Background: an optimization exercise with open tools, aiming at small area and a short achievable clock period. Do not read the settings as production practice. At most, simulation tests tie the RTL to the original design; equivalence was not proved. Power and IR drop assume default switching activity.

P:
Design executeUnit, start of the top module:
module executeUnit (
  input  logic         Clk,
  input  logic         reset,
  input  logic [150:0] idExIn,
  output logic [106:0] exMemOut
);
Size in the first run: roughly 2,000 cells after synthesis, roughly 260 flip-flops, roughly 260 I/O pins.
==> flow/config.mk <==
export PLATFORM = sky130hd
export DESIGN_NAME = executeUnit
export DESIGN_NICKNAME = executeUnit
export VERILOG_FILES = /design/flow/design.v
export SDC_FILE = /design/flow/constraint.sdc
export NUM_CORES = 4
export LEC_CHECK = 0
export CAP_MARGIN = 20
export CORE_MARGIN = 2
export CORE_UTILIZATION = 40
export SETUP_SLACK_MARGIN = 3.0
export SLEW_MARGIN = 20
==> flow/constraint.sdc <==
create_clock -name core_clock -period 5.0 [get_ports {Clk}]
set_input_delay 1.0000 -clock core_clock [delete_from_list [all_inputs] [get_ports {Clk}]]
set_output_delay 1.0000 -clock core_clock [all_outputs]
set_load 0.01 [all_outputs]
standard.sh (not shown) runs the stock make flow with config.mk's settings and CLKGATE_MAP_FILE= SYNTH_SCRIPT=/design/flow/synth_recipe.tcl, a recipe that flattens the netlist after the stock synthesis.
==> flow/flow/run.sh <==
#!/bin/bash
# Own layout flow: the standard ORFS flow with these changes.
#  * ABC maps for delay (dch; map -D) instead of ORFS's area-recovering script.
#  * Yosys does not extract full/half adder cells, so ABC sees the whole
#    carry logic (ADDER_MAP_FILE empty).
#  * Clock tree from clkbuf_8 cells, without dummy loads.
#  * Port buffers: buf_2 on outputs (before global placement), buf_1 on
#    inputs (right after it), instead of clkdlybuf4s50_1 delay cells.
# The synthesis itself is otherwise ORFS's (synth_recipe.tcl), so the registers
# and their names are the standard synthesis's.
set -euo pipefail
W=$PWD
rm -rf "$W/scripts_own"
cp -r "$FLOW_HOME/scripts" "$W/scripts_own"
cp "$W/flow/abc_speed.script" "$W/scripts_own/abc_speed.script"
export SCRIPTS_DIR="$W/scripts_own"
export ADDER_MAP_FILE=
export BUFFER_PORTS_ARGS="-outputs -buffer_cell sky130_fd_sc_hd__buf_2"
export POST_GLOBAL_PLACE_TCL="$W/flow/post_gpl.tcl"
export CTS_ARGS="-sink_clustering_enable -repair_clock_nets -buf_list sky130_fd_sc_hd__clkbuf_8 -dont_use_dummy_load"
bash standard.sh synth > "$W/own_synth.log" 2>&1
bash standard.sh > "$W/own_layout.log" 2>&1
==> flow/flow/abc_speed.script <==
strash
dch
map -D 800
buffer -p
upsize -D 800
dnsize -D 800
stime -p
==> flow/flow/post_gpl.tcl <==
# Input ports get the smallest buffer; the output ports were buffered with
# buf_2 before global placement (they drive the 10 fF output load).
buffer_ports -inputs -buffer_cell sky130_fd_sc_hd__buf_1
estimate_parasitics -placement
Setup changes, P to Q
- changing SETUP_SLACK_MARGIN from 3.0 to 2.8
Results
Against P, Q reports a pin count of the biggest net entering global routing that is higher.
In Q the maximum frequency turned out about 2.5% lower than in P.
In the reports for P and Q, the smaller wire length belongs to Q.
Changes observed in Q relative to P: vias per cell fell by 2.8%; share of power burned in the clock network moved up; CTS sink count neither gained nor lost much.

========
executeUnit again, from the RTL that the note above started with.
export LEC_CHECK = 0
export CAP_MARGIN = 20
export CORE_MARGIN = 2
export CORE_UTILIZATION = 40
export SETUP_SLACK_MARGIN = 2.9
export SLEW_MARGIN = 20
create_clock -name core_clock -period 5.0 [get_ports {Clk}]
==> flow/flow/run.sh <==
#!/bin/bash
# Own layout flow: the standard ORFS flow with three changes.
#  * ABC maps for delay (dch; map -D) instead of ORFS's area-recovering script,
#    without its own buffering and upsizing (the layout repair sizes gates).
#  * Yosys does not extract full/half adder cells, so ABC sees the whole
#    carry logic (ADDER_MAP_FILE empty).
#  * Port buffers are buf_2 cells instead of clkdlybuf4s50_1 delay cells.
# The synthesis itself is otherwise ORFS's (synth_recipe.tcl), so the registers
# and their names are the standard synthesis's.
set -euo pipefail
W=$PWD
rm -rf "$W/scripts_own"
cp -r "$FLOW_HOME/scripts" "$W/scripts_own"
cp "$W/flow/abc_speed.script" "$W/scripts_own/abc_speed.script"
export SCRIPTS_DIR="$W/scripts_own"
export ADDER_MAP_FILE=
export BUFFER_PORTS_ARGS="-buffer_cell sky130_fd_sc_hd__buf_2"
bash standard.sh synth > "$W/own_synth.log" 2>&1
bash standard.sh > "$W/own_layout.log" 2>&1
==> flow/flow/abc_speed.script <==
strash
dch
map -D 800
topo
dnsize -D 800
stime -p
The first run went through all stages and came out clean.
Then changed:
--- a/flow/flow/run.sh
+++ b/flow/flow/run.sh
@@ -3,2 +3 @@
-#  * ABC maps for delay (dch; map -D) instead of ORFS's area-recovering script,
-#    without its own buffering and upsizing (the layout repair sizes gates).
+#  * ABC maps for delay (dch; map -D) instead of ORFS's area-recovering script.
==> flow/flow/abc_speed.script (replaced) <==
strash
dch
map -D 800
buffer -p
upsize -D 800
dnsize -D 800
stime -p
--- a/flow/config.mk
+++ b/flow/config.mk
@@ -11 +11 @@
-export SETUP_SLACK_MARGIN = 2.9
+export SETUP_SLACK_MARGIN = 2.8
Combinational power decreases by about 5%.
Sequential cell count stays the same.
Maximum frequency increases by 2.0%.
Then changed:
--- a/flow/config.mk
+++ b/flow/config.mk
@@ -10,2 +10,3 @@
-export CORE_UTILIZATION = 40
-export SETUP_SLACK_MARGIN = 2.8
+export CORE_UTILIZATION = 55
+export PLACE_DENSITY = 0.7
+export SETUP_SLACK_MARGIN = 2.9
After rerunning:
- The changed run went through all stages and came out clean
- synthesized area does not change
- sequential power barely changes
- wire length is higher by 4.1%
- flip-flop and latch count is unchanged
- worst hold slack gains 0.0037 ns
- total power is lower by 2.8%
- global-route usage is higher by 11 points
- cell area is higher by 2.1%
- worst setup slack loses 0.076 ns
- clock skew barely changes
Then changed:
--- a/flow/config.mk
+++ b/flow/config.mk
@@ -10,2 +10 @@
-export CORE_UTILIZATION = 55
-export PLACE_DENSITY = 0.7
+export CORE_UTILIZATION = 40
After rerunning: The new run completed with no timing, DRC or antenna violations; core utilization went down by 20 points; final area went down by 0.55%; clock power went up by about 2%.

========
executeUnit again, from the RTL that the note above started with.
==> flow/config.mk <==
export PLATFORM = sky130hd
export DESIGN_NAME = executeUnit
export DESIGN_NICKNAME = executeUnit
export VERILOG_FILES = /design/flow/design.v
export SDC_FILE = /design/flow/constraint.sdc
export NUM_CORES = 4
export LEC_CHECK = 0
export CAP_MARGIN = 20
export CORE_MARGIN = 2
export CORE_UTILIZATION = 40
export SETUP_SLACK_MARGIN = 2.9
export SLEW_MARGIN = 20
==> flow/constraint.sdc <==
create_clock -name core_clock -period 5.0 [get_ports {Clk}]
set_input_delay 1.0000 -clock core_clock [delete_from_list [all_inputs] [get_ports {Clk}]]
set_output_delay 1.0000 -clock core_clock [all_outputs]
set_load 0.01 [all_outputs]
==> flow/flow/run.sh <==
#!/bin/bash
# Own layout flow: the standard ORFS flow with these changes.
#  * ABC maps for delay (dch; map -D) instead of ORFS's area-recovering script.
#  * Yosys does not extract full/half adder cells, so ABC sees the whole
#    carry logic (ADDER_MAP_FILE empty).
#  * Clock tree from clkbuf_8 cells, without dummy loads.
#  * Port buffers: buf_2 on outputs (before global placement), buf_1 on
#    inputs (right after it), instead of clkdlybuf4s50_1 delay cells.
# The synthesis itself is otherwise ORFS's (synth_recipe.tcl), so the registers
# and their names are the standard synthesis's.
set -euo pipefail
W=$PWD
rm -rf "$W/scripts_own"
cp -r "$FLOW_HOME/scripts" "$W/scripts_own"
cp "$W/flow/abc_speed.script" "$W/scripts_own/abc_speed.script"
export SCRIPTS_DIR="$W/scripts_own"
export ADDER_MAP_FILE=
export BUFFER_PORTS_ARGS="-outputs -buffer_cell sky130_fd_sc_hd__buf_2"
export POST_GLOBAL_PLACE_TCL="$W/flow/post_gpl.tcl"
export CTS_ARGS="-sink_clustering_enable -repair_clock_nets -buf_list sky130_fd_sc_hd__clkbuf_8 -dont_use_dummy_load"
bash standard.sh synth > "$W/own_synth.log" 2>&1
bash standard.sh > "$W/own_layout.log" 2>&1
==> flow/flow/abc_speed.script <==
strash
dch
map -D 800
buffer -p
upsize -D 800
dnsize -D 800
stime -p
Scripts as last shown in full above: flow/flow/post_gpl.tcl
The starting point completed with no timing, DRC or antenna violations.
Edit:
--- a/flow/flow/run.sh
+++ b/flow/flow/run.sh
@@ -2 +2 @@
-# Own layout flow: the standard ORFS flow with these changes.
+# Own layout flow: the standard ORFS flow with four changes.
@@ -7,2 +7 @@
-#  * Port buffers: buf_2 on outputs (before global placement), buf_1 on
-#    inputs (right after it), instead of clkdlybuf4s50_1 delay cells.
+#  * Port buffers are buf_2 cells instead of clkdlybuf4s50_1 delay cells.
@@ -18,2 +17 @@
-export BUFFER_PORTS_ARGS="-outputs -buffer_cell sky130_fd_sc_hd__buf_2"
-export POST_GLOBAL_PLACE_TCL="$W/flow/post_gpl.tcl"
+export BUFFER_PORTS_ARGS="-buffer_cell sky130_fd_sc_hd__buf_2"
removed: flow/flow/post_gpl.tcl
Effect:
- area after synthesis does not change
- design area is lower by 2.1%
- count of clock-buffer cells in the layout shrinks by 2
- routed wire length drops by 1.0%
- synthesized cell count is unchanged
- hold slack improves by 4.4 ps
- clock power came out lower by about 3%
- power fell by 1.8%
- non-clock buffer count fell by 10
- worst setup slack gains 54 ps
Edit:
--- a/flow/flow/run.sh
+++ b/flow/flow/run.sh
@@ -6 +6,2 @@
-#  * Clock tree from clkbuf_8 cells, without dummy loads.
+#  * Clock tree from clkbuf_8 cells in clusters of up to 14 sinks, without
+#    dummy loads.
@@ -18 +19 @@
-export CTS_ARGS="-sink_clustering_enable -repair_clock_nets -buf_list sky130_fd_sc_hd__clkbuf_8 -dont_use_dummy_load"
+export CTS_ARGS="-sink_clustering_enable -repair_clock_nets -buf_list sky130_fd_sc_hd__clkbuf_8 -dont_use_dummy_load -sink_clustering_size 14 -sink_clustering_max_diameter 80"
Effect:
- count of clock-buffer cells in the layout is lower by 18
- register-to-register slack is worse by 20 ps
- global-route usage is lower by 0.38 points
Edit:
--- a/flow/flow/run.sh
+++ b/flow/flow/run.sh
@@ -6,2 +6 @@
-#  * Clock tree from clkbuf_8 cells in clusters of up to 14 sinks, without
-#    dummy loads.
+#  * Clock tree from clkbuf_8 cells, without dummy loads.
@@ -19 +18 @@
-export CTS_ARGS="-sink_clustering_enable -repair_clock_nets -buf_list sky130_fd_sc_hd__clkbuf_8 -dont_use_dummy_load -sink_clustering_size 14 -sink_clustering_max_diameter 80"
+export CTS_ARGS="-sink_clustering_enable -repair_clock_nets -buf_list sky130_fd_sc_hd__clkbuf_8 -dont_use_dummy_load"
- CAP_MARGIN: 20 -> 5
- SLEW_MARGIN: 20 -> 5
After rerunning: The changed run produced a clean layout; non-clock buffer count is higher by 2; count of clock-buffer cells in the layout is higher by 18; wire length is higher by 0.70%.

========
executeUnit, a different RTL version from the one above (not shown whole).
Size: roughly 260 flip-flops.
clock: 5.0 ns
lec_check: 0
cap_margin: 20
core_margin: 2
core_utilization: 40
setup_slack_margin: 2.6
slew_margin: 20
run.sh (not shown) runs the stock make flow with config.mk's settings and CLKGATE_MAP_FILE= SYNTH_SCRIPT=/design/flow/synth_recipe.tcl, a recipe that flattens the netlist after the stock synthesis.
Stock flow here: none of the scripts above is used.
Change:
==> flow/flow/run.sh (new file) <==
#!/bin/bash
# Own layout flow: the standard ORFS flow with three changes.
#  * ABC maps for delay (dch; map -D) instead of ORFS's area-recovering script.
#  * Yosys does not extract full/half adder cells, so ABC sees the whole
#    carry logic (ADDER_MAP_FILE empty).
#  * Port buffers are buf_2 cells instead of clkdlybuf4s50_1 delay cells.
# The synthesis itself is otherwise ORFS's (synth_recipe.tcl), so the registers
# and their names are the standard synthesis's.
set -euo pipefail
W=$PWD
rm -rf "$W/scripts_own"
cp -r "$FLOW_HOME/scripts" "$W/scripts_own"
cp "$W/flow/abc_speed.script" "$W/scripts_own/abc_speed.script"
export SCRIPTS_DIR="$W/scripts_own"
export ADDER_MAP_FILE=
export BUFFER_PORTS_ARGS="-buffer_cell sky130_fd_sc_hd__buf_2"
bash standard.sh synth > "$W/own_synth.log" 2>&1
bash standard.sh > "$W/own_layout.log" 2>&1
==> flow/flow/abc_speed.script (new file) <==
strash
dch
map -D 800
buffer -p
upsize -D 800
dnsize -D 800
stime -p
==> flow/standard.sh (new file) <==
#!/bin/bash
# synth_recipe.tcl (not shown) runs the flow's synth.tcl, then flattens the netlist and writes it again
# the make line also repeats each setting of config.mk as NAME=value (left out here)
make -C /OpenROAD-flow-scripts/flow DESIGN_CONFIG=/design/flow/config.mk WORK_HOME=/design/flow/orfs CLKGATE_MAP_FILE= SYNTH_SCRIPT=/design/flow/synth_recipe.tcl "${@:-finish}"
removed: flow/run.sh
Outcome: Routed wire length drops by 2.4%; total power drops by 15%; clock skew climbs by 0.014 ns.
No functional check of the RTL was part of any run of this note.

========
Setup of the previous run:
The RTL this note starts from:
==> flow/design.v <==
`timescale 1ns/100ps
module pfxCarry #(
  parameter int N  = 32,
  parameter bit KS = 1
) (
  input  logic [N-1:0] p,
  input  logic [N-1:0] g,
  output logic [N-1:0] c
);
  localparam int L = $clog2(N);
  logic [N-1:0] gg [0:L];
  logic [N-1:0] pp [0:L];
  always_comb begin
    gg[0] = g;
    pp[0] = p;
    for (int k = 0; k < L; k++) begin
      for (int i = 0; i < N; i++) begin
        int j;
        if (KS) j = i - (1 << k);
        else    j = ((i >> k) & 1) ? (((i >> k) << k) - 1) : -1;
        if (j >= 0) begin
          gg[k+1][i] = gg[k][i] | (pp[k][i] & gg[k][j]);
          pp[k+1][i] = pp[k][i] & pp[k][j];
        end else begin
          gg[k+1][i] = gg[k][i];
          pp[k+1][i] = pp[k][i];
        end
      end
    end
  end
  assign c = gg[L];
endmodule
module pfxAdd #(
  parameter int N  = 32,
  parameter bit KS = 1
) (
  input  logic [N-1:0] a,
  input  logic [N-1:0] b,
  output logic [N-1:0] s,
  output logic         co
);
  logic [N-1:0] p, c;
  assign p = a ^ b;
  pfxCarry #(.N(N), .KS(KS)) carry_i (.p (p), .g (a & b), .c (c));
  assign s  = p ^ {c[N-2:0], 1'b0};
  assign co = c[N-1];
endmodule
`timescale 1ns/100ps
module executeUnit (
  input  logic         Clk,
  input  logic         reset,
  input  logic [150:0] idExIn,
  output logic [106:0] exMemOut
);
  localparam bit KS_ALU = 0;
  localparam bit KS_BT  = 0;
  logic [4:0]  inCtrl;
  logic        regDst, aluSrc;
  logic [5:0]  aluOp, funct;
  logic [31:0] pcPlus4, rdA, rdB, imm;
  logic [4:0]  rt, rd, shamt;
  assign inCtrl  = idExIn[150:146];
  assign regDst  = idExIn[145];
  assign aluSrc  = idExIn[144];
  assign aluOp   = idExIn[143:138];
  assign pcPlus4 = idExIn[137:106];
  assign rdA     = idExIn[105:74];
  assign rdB     = idExIn[73:42];
  assign imm     = idExIn[41:10];
  assign rt      = idExIn[9:5];
  assign rd      = idExIn[4:0];
  assign funct   = imm[5:0];
  assign shamt   = imm[10:6];
  logic isR;
  logic dSub, dSlt, dAnd, dOr, dXor, dNor, dSll, dSrl, dShift, dLogic, dArith;
  assign isR    = (aluOp == 6'h00);
  assign dSlt   = (isR & (funct == 6'h2A)) | (aluOp == 6'h0A);
  assign dSub   = (isR & (funct == 6'h22)) | (aluOp == 6'h04) | dSlt;
  assign dAnd   = (isR & (funct == 6'h24)) | (aluOp == 6'h0C);
  assign dOr    = (isR & (funct == 6'h25)) | (aluOp == 6'h0D);
  assign dXor   =  isR & (funct == 6'h26);
  assign dNor   =  isR & (funct == 6'h27);
  assign dSll   =  isR & (funct == 6'h00);
  assign dSrl   =  isR & (funct == 6'h02);
  assign dShift = dSll | dSrl;
  assign dLogic = dAnd | dOr | dXor | dNor;
  assign dArith = ~(dSlt | dLogic | dShift);
  logic [31:0] opB, inP, inG, shIn, shPre;
  logic [3:0]  lutP, lutG;
  assign opB = aluSrc ? imm : rdB;
  always_comb begin
    if (dArith | dSlt) begin
      lutP = dSub ? 4'b1001 : 4'b0110;
      lutG = dSub ? 4'b0100 : 4'b1000;
    end else begin
      lutP = {dAnd | dOr, dOr | dXor, dOr | dXor, dNor};
      lutG = 4'b0000;
    end
  end
  always_comb for (int i = 0; i < 32; i++) shIn[i] = dSll ? opB[31-i] : opB[i];
  assign shPre = shamt[4] ? {16'd0, shIn[31:16]} : shIn;
  always_comb
    for (int i = 0; i < 32; i++) begin
      inP[i] = lutP[{rdA[i], opB[i]}] | (dShift & shPre[i]);
      inG[i] = lutG[{rdA[i], opB[i]}];
    end
  logic [14:0] btLo, btHi0;
  logic        btLoCo, btHiCo;
  pfxAdd #(.N(15), .KS(KS_BT)) btLoAdd_i (.a (pcPlus4[16:2]),  .b (imm[14:0]),  .s (btLo),  .co (btLoCo));
  pfxAdd #(.N(15), .KS(KS_BT)) btHiAdd_i (.a (pcPlus4[31:17]), .b (imm[29:15]), .s (btHi0), .co (btHiCo));
  logic        killQ;                  
  logic [4:0]  ctrlQ, wrQ;
  logic [31:0] rd2Q, pQ, gQ;
  logic        cinQ;
  logic        sumQ, sltQ, srlQ, sllQ;
  logic [3:0]  shamtQ;
  logic [14:0] btLoQ, btHi0Q;
  logic [1:0]  btPcQ;
  logic        btCQ;
  always_ff @(posedge Clk) begin
    killQ  <= reset;
    ctrlQ  <= inCtrl;
    wrQ    <= regDst ? rd : rt;
    rd2Q   <= rdB;
    pQ     <= inP;
    gQ     <= {inG[31:1], inG[0] | (inP[0] & dSub)};
    cinQ   <= dSub;
    sumQ   <= dArith | dLogic;
    sltQ   <= dSlt;
    srlQ   <= dSrl;
    sllQ   <= dSll;
    shamtQ <= shamt[3:0];
    btPcQ  <= pcPlus4[1:0];
    btLoQ  <= btLo;
    btHi0Q <= btHi0;
    btCQ   <= btLoCo;
  end
  logic [31:0] carry, sum, sh, shRev;
  logic        lt, zAdd, zSh, zero;
  logic [31:0] aluRes;
  pfxCarry #(.N(32), .KS(KS_ALU)) aluCarry_i (.p (pQ), .g (gQ), .c (carry));
  assign sum = pQ ^ {carry[30:0], cinQ};
  assign sh = pQ >> shamtQ;
  always_comb for (int i = 0; i < 32; i++) shRev[i] = sh[31-i];
  assign lt = pQ[31] ? sum[31] : gQ[31];
  logic [31:0] kin;
  assign kin  = {pQ[30:0] | gQ[30:0], cinQ};
  assign zAdd = (pQ == kin);
  logic [15:0] keep;
  always_comb for (int k = 0; k < 16; k++) keep[k] = (k >= shamtQ);
  assign zSh  = ~|pQ[31:16] & ~|(pQ[15:0] & keep);
  assign aluRes = ({32{sumQ}} & sum) | ({32{srlQ}} & sh) | ({32{sllQ}} & shRev) |
                  {31'd0, sltQ & lt};
  assign zero   = (sumQ & zAdd) | (sltQ & ~lt) | ((srlQ | sllQ) & zSh);
  logic [14:0] btHi;
  assign btHi = btHi0Q + {14'd0, btCQ};
  logic clr;
  assign clr = reset | killQ;
  always_ff @(posedge Clk) begin
    exMemOut[106:102] <= clr ? 5'd0 : ctrlQ;
    exMemOut[101:70]  <= clr ? 32'd0 : {btHi, btLoQ, btPcQ};
    exMemOut[69]      <= ~reset & (killQ | zero);
    exMemOut[68:37]   <= clr ? 32'd0 : aluRes;
    exMemOut[36:5]    <= clr ? 32'd0 : rd2Q;
    exMemOut[4:0]     <= clr ? 5'd0 : wrQ;
  end
endmodule
clock: 5.0 ns
lec_check: 0
cap_margin: 20
core_margin: 2
core_utilization: 40
setup_slack_margin: 2.8
slew_margin: 20
standard.sh (not shown) runs the stock make flow with config.mk's settings and CLKGATE_MAP_FILE= SYNTH_SCRIPT=/design/flow/synth_recipe.tcl, a recipe that flattens the netlist after the stock synthesis.
==> flow/flow/run.sh <==
#!/bin/bash
# Own layout flow: the standard ORFS flow with these changes.
#  * ABC maps for delay (dch; map -D) instead of ORFS's area-recovering script.
#  * Yosys does not extract full/half adder cells, so ABC sees the whole
#    carry logic (ADDER_MAP_FILE empty).
#  * Clock tree from clkbuf_8 cells, without dummy loads.
#  * Port buffers: buf_2 on outputs (before global placement), buf_1 on
#    inputs (right after it), instead of clkdlybuf4s50_1 delay cells.
# The synthesis itself is otherwise ORFS's (synth_recipe.tcl), so the registers
# and their names are the standard synthesis's.
set -euo pipefail
W=$PWD
rm -rf "$W/scripts_own"
cp -r "$FLOW_HOME/scripts" "$W/scripts_own"
cp "$W/flow/abc_speed.script" "$W/scripts_own/abc_speed.script"
export SCRIPTS_DIR="$W/scripts_own"
export ADDER_MAP_FILE=
export BUFFER_PORTS_ARGS="-outputs -buffer_cell sky130_fd_sc_hd__buf_2"
export POST_GLOBAL_PLACE_TCL="$W/flow/post_gpl.tcl"
export CTS_ARGS="-sink_clustering_enable -repair_clock_nets -buf_list sky130_fd_sc_hd__clkbuf_8 -dont_use_dummy_load"
bash standard.sh synth > "$W/own_synth.log" 2>&1
bash standard.sh > "$W/own_layout.log" 2>&1
==> flow/flow/abc_speed.script <==
strash
dch
map -D 800
buffer -p
upsize -D 800
dnsize -D 800
stime -p
==> flow/flow/post_gpl.tcl <==
# Input ports get the smallest buffer; the output ports were buffered with
# buf_2 before global placement (they drive the 10 fF output load).
buffer_ports -inputs -buffer_cell sky130_fd_sc_hd__buf_1
estimate_parasitics -placement
#### Input delta (the current run over the previous run)
==> flow/flow/run.sh <==
#!/bin/bash
# Own layout flow: the standard ORFS flow with three changes.
#  * ABC maps for delay (dch; map -D) instead of ORFS's area-recovering script.
#  * Yosys does not extract full/half adder cells, so ABC sees the whole
#    carry logic (ADDER_MAP_FILE empty).
#  * Port buffers are buf_2 cells instead of clkdlybuf4s50_1 delay cells.
# The synthesis itself is otherwise ORFS's (synth_recipe.tcl), so the registers
# and their names are the standard synthesis's.
set -euo pipefail
W=$PWD
rm -rf "$W/scripts_own"
cp -r "$FLOW_HOME/scripts" "$W/scripts_own"
cp "$W/flow/abc_speed.script" "$W/scripts_own/abc_speed.script"
export SCRIPTS_DIR="$W/scripts_own"
export ADDER_MAP_FILE=
export BUFFER_PORTS_ARGS="-buffer_cell sky130_fd_sc_hd__buf_2"
bash standard.sh synth > "$W/own_synth.log" 2>&1
bash standard.sh > "$W/own_layout.log" 2>&1
removed: flow/flow/post_gpl.tcl
### Flow results
The current run reached the end of the flow, and the finished layout is clean on the timing, DRC and antenna checks.
Summary of the current run over the previous run: proportion of final cell area spent on non-clock buffers went down 0.57 points; wire length of the first global-routing pass -about 0.9%; area added between synthesis and finish went up by 1.1 points; clock network power share higher.
Diff the previous run -> the current run | critical path depth | decrease of 3
For post-synthesis simple-gate area fraction, the current run and the previous run come out practically identical.
Diff the current run and the previous run: number of optimization iterations in the first detailed-route pass lower in the previous run
No run of this note included a check of the RTL's function; only the layout flow was run.

[what the ideal ports hide]
The results above use ideal ports. As a check the final layouts listed here were re-extracted and re-timed, cells and wires unchanged. Step 1 assumes that a clkbuf_16 drives the clock port and a buf_2 every other input. Step 2 moves the port delays by t, midway between the first and last clock arrival at a register: inputs arrive t later, outputs are due t later. That takes back most of the time a late clock gives input paths. Three values: ideal ports, drivers, drivers and shift; two values: the first two.
run | t (ns) | setup WS [ns] | worst register clock-pin slew, ns | worst data-port slew with drivers (ns)
P | 0.645 | 2.829 / 2.763 / 2.117 | 0.07 / 0.07 | 0.15
Q | 0.630 | 2.773 / 2.775 / 2.145 | 0.06 / 0.06 | 0.05
the first run of note 2 | 0.632 | 2.785 / 2.759 / 2.127 | 0.07 / 0.07 | 0.09
the second run of note 2 | 0.635 | 2.828 / 2.852 / 2.218 | 0.07 / 0.07 | 0.12
the third run of note 2 | 0.606 | 2.753 / 2.784 / 2.178 | 0.07 / 0.07 | 0.13
the fourth run of note 2 | 0.631 | 2.878 / 2.878 / 2.300 | 0.07 / 0.07 | 0.09
the first run of note 3 | 0.635 | 2.818 / 2.844 / 2.209 | 0.07 / 0.07 | 0.08
the second run of note 3 | 0.637 | 2.872 / 2.872 / 2.265 | 0.07 / 0.07 | 0.09
the third run of note 3 | 0.617 | 2.816 / 2.835 / 2.218 | 0.10 / 0.10 | 0.10
the fourth run of note 3 | 0.637 | 2.872 / 2.872 / 2.265 | 0.07 / 0.07 | 0.09
the first run of note 4 | 0.634 | 1.807 / 1.807 / 1.724 | 0.07 / 0.07 | 0.11
the second run of note 4 | 0.595 | 2.512 / 2.512 / 2.060 | 0.06 / 0.06 | 0.09
the previous run | 0.607 | 2.668 / 2.692 / 2.084 | 0.06 / 0.06 | 0.06
the current run | 0.615 | 2.636 / 2.668 / 2.053 | 0.06 / 0.06 | 0.10
After both steps setup and hold are still met in every run listed. For P, which loses most, drivers alone change the setup slack by -0.066 ns; drivers and shift together by -0.712 ns.
